This is an optimization exercise on Yosys and OpenROAD, whose aim is small area, a short achievable clock period and few clock cycles per item, not a production implementation. Only simulation tests tie the RTL to the original design; equivalence was not proved. No activity file was given, so power comes from the tool's default toggle rates.

Setup of exp/raven:
Design mcp_top, start of the top module:
module mcp_top
(
    input  logic        clk,
    input  logic        rst,
    input  logic        start_req,
    output logic        start_ack,
    input  logic        host_we,
    input  logic [5:0]  host_addr,
    input  logic [15:0] host_wdata,
    output logic [15:0] host_rdata
);
Size: roughly 4,100 cells after synthesis, roughly 1,300 flip-flops, roughly 58,000 sq um of cells after synthesis.
clock: 8.0 ns
lec_check: 0
abc_clock_period_in_ps: 3000
cap_margin: 20
core_margin: 2
core_utilization: 40
cts_buf_list: sky130_fd_sc_hd__clkbuf_8
place_density: 0.6
setup_slack_margin: 4.7
slew_margin: 20
tns_end_percent: 20
run.sh (not shown) runs the stock make flow with config.mk's settings and CLKGATE_MAP_FILE= SYNTH_SCRIPT=/design/flow/synth_recipe.tcl, a recipe that flattens the netlist after the stock synthesis.
No stage failed in exp/raven, and the final checks on the layout all came back clean.
Testbench counts of exp/raven, summed over its fixed seeds: cycles 832, runs 64.
Changes in exp/garnet relative to exp/raven:
==> flow/config.mk <==
export PLATFORM = sky130hd
export DESIGN_NAME = mcp_top
export DESIGN_NICKNAME = mcp_top
export VERILOG_FILES = /design/flow/design.v
export SDC_FILE = /design/flow/constraint.sdc
export NUM_CORES = 4
export LEC_CHECK = 0
export ABC_AREA = 1
export CAP_MARGIN = 10
export CORE_MARGIN = 2
export CORE_UTILIZATION = 55
export CTS_BUF_LIST = sky130_fd_sc_hd__clkbuf_8
export PLACE_DENSITY = 0.7
export SETUP_SLACK_MARGIN = 4.6
export SLEW_MARGIN = 10
export TNS_END_PERCENT = 5
### Flow results
- Looking at share of power burned in the clock network, exp/garnet sits 2.4 points lower than exp/raven does.
- When exp/garnet is set beside exp/raven, its number of antenna violations at the first check in global routing turns out to be 5 smaller.
- Run comparison: exp/garnet slowest cell on the critical path sky130_fd_sc_hd__clkinvlp_4; exp/raven slowest cell on the critical path sky130_fd_sc_hd__nor2_4
- Against exp/raven as the reference, exp/garnet delivers a lower final routed wire length divided by cell count.
- Comparing sequential power for exp/raven and exp/garnet, the bigger number came from exp/garnet.
- Worst setup slack: exp/garnet lower than exp/raven
- Sequential share of layout area ended up 2.8 points higher on exp/garnet than on exp/raven.
- Looking at routed length on met2, exp/garnet sits about 16% lower than exp/raven does.
Edits applied to the flow inputs when going from exp/garnet to exp/fjord:
diff --git a/flow/config.mk b/flow/config.mk
--- a/flow/config.mk
+++ b/flow/config.mk
@@ -14,3 +14,3 @@
 export SETUP_SLACK_MARGIN = 4.6
 export SLEW_MARGIN = 10
-export TNS_END_PERCENT = 5
+export TNS_END_PERCENT = 0
==> run notes <==
From exp/garnet to exp/fjord the numbers moved as follows: share of post-route cells with drive strength above 1 -0.53 points; overall track demand over capacity in global routing +0.60 points; post-layout total power ~0 delta; maximum vdd drop -4.8%. Diff exp/garnet and exp/fjord: met2 capacity usage during global routing lower in exp/garnet. exp/garnet → exp/fjord: count of vias placed by the detailed router shows an increase of 0.46%, multi-input logic portion of the cell area stayed essentially flat. Compared with exp/garnet, exp/fjord shows a net load switching power that is about 0.5% lower.
For exp/umber, these inputs were changed with respect to exp/fjord:
==> flow/flow/run.sh (new file) <==
#!/bin/bash
# The standard layout (standard.sh), with two ORFS settings changed:
#  - the input and output port buffers are buf_4 cells, not the delay-cell
#    buffer that buffer_ports picks on its own;
#  - ADDER_MAP_FILE is empty, so synthesis leaves adders as plain gates for
#    abc instead of mapping them to full/half adder cells.
# make's output goes to flow_make.log here; each tool's log is under orfs/logs.
set -euo pipefail
export BUFFER_PORTS_ARGS="-buffer_cell sky130_fd_sc_hd__buf_4"
bash standard.sh ADDER_MAP_FILE= finish > flow_make.log 2>&1
==> flow/standard.sh (new file) <==
#!/bin/bash
# synth_recipe.tcl (not shown) runs the flow's synth.tcl, then flattens the netlist and writes it again
# the make line also repeats each setting of config.mk as NAME=value (left out here)
make -C /OpenROAD-flow-scripts/flow DESIGN_CONFIG=/design/flow/config.mk WORK_HOME=/design/flow/orfs CLKGATE_MAP_FILE= SYNTH_SCRIPT=/design/flow/synth_recipe.tcl "${@:-finish}"
diff --git a/flow/config.mk b/flow/config.mk
--- a/flow/config.mk
+++ b/flow/config.mk
@@ -7,5 +7,5 @@
 export LEC_CHECK = 0
 export ABC_AREA = 1
-export CAP_MARGIN = 10
+export CAP_MARGIN = 20
 export CORE_MARGIN = 2
 export CORE_UTILIZATION = 55
@@ -13,4 +13,4 @@
 export PLACE_DENSITY = 0.7
 export SETUP_SLACK_MARGIN = 4.6
-export SLEW_MARGIN = 10
-export TNS_END_PERCENT = 0
+export SLEW_MARGIN = 20
+export TNS_END_PERCENT = 5
removed: flow/run.sh
## What came out
exp/umber finished every stage and its layout cleared the timing, DRC and antenna checks. Relative to exp/fjord, the half-perimeter wire length after placement measured on exp/umber has increased by a few percent. Between exp/fjord and exp/umber, the hold slack does not differ in any meaningful way. Compared with exp/fjord, exp/umber shows a lower portion of total power attributed to combinational logic. exp/umber has more setup slack than exp/fjord. exp/umber vs exp/fjord — count of clock-buffer cells in the layout rose about 4%. host_addr[1] as the startpoint of the worst setup timing path was reported by exp/fjord, and host_addr[2] by exp/umber. exp/umber ends up with higher routing usage on met1 than exp/fjord does.

separate check: timing with driven ports:
No port has a modelled driver above. Below, the same layouts with a new extraction and two added sets of constraints. Step 1 (the two cells are an assumption about what drives the block):
set clk [get_ports {clk}]
set_driving_cell -lib_cell sky130_fd_sc_hd__clkbuf_16 $clk
set_driving_cell -lib_cell sky130_fd_sc_hd__buf_2 [delete_from_list [all_inputs] $clk]
Step 2 adds t to the input delays and takes it off the output delays; t is the mean of the earliest and latest rising clock arrival at the registers after step 1. Input paths then give back, and output paths get back, about the clock's delay inside the block. Slacks: ideal / step 1 / step 2; pairs: ideal / step 1.
| run | shift t [ns] | setup WS [ns] | worst setup path at the end | cell pins on the clock port's net |
|---|---|---|---|---|
| exp/raven | 1.015 | 4.493 / 4.275 / 3.260 | input to register | 1 |
| exp/garnet | 0.951 | 4.353 / 4.384 / 3.433 | input to register | 1 |
| exp/fjord | 0.956 | 4.246 / 4.204 / 3.248 | input to register | 1 |
| exp/umber | 0.960 | 4.344 / 4.289 / 3.329 | input to register | 1 |
After both steps setup and hold are still met in every run listed. The setup slack of exp/raven, which loses most, moves by -0.218 ns with the drivers and by -1.233 ns with both steps.
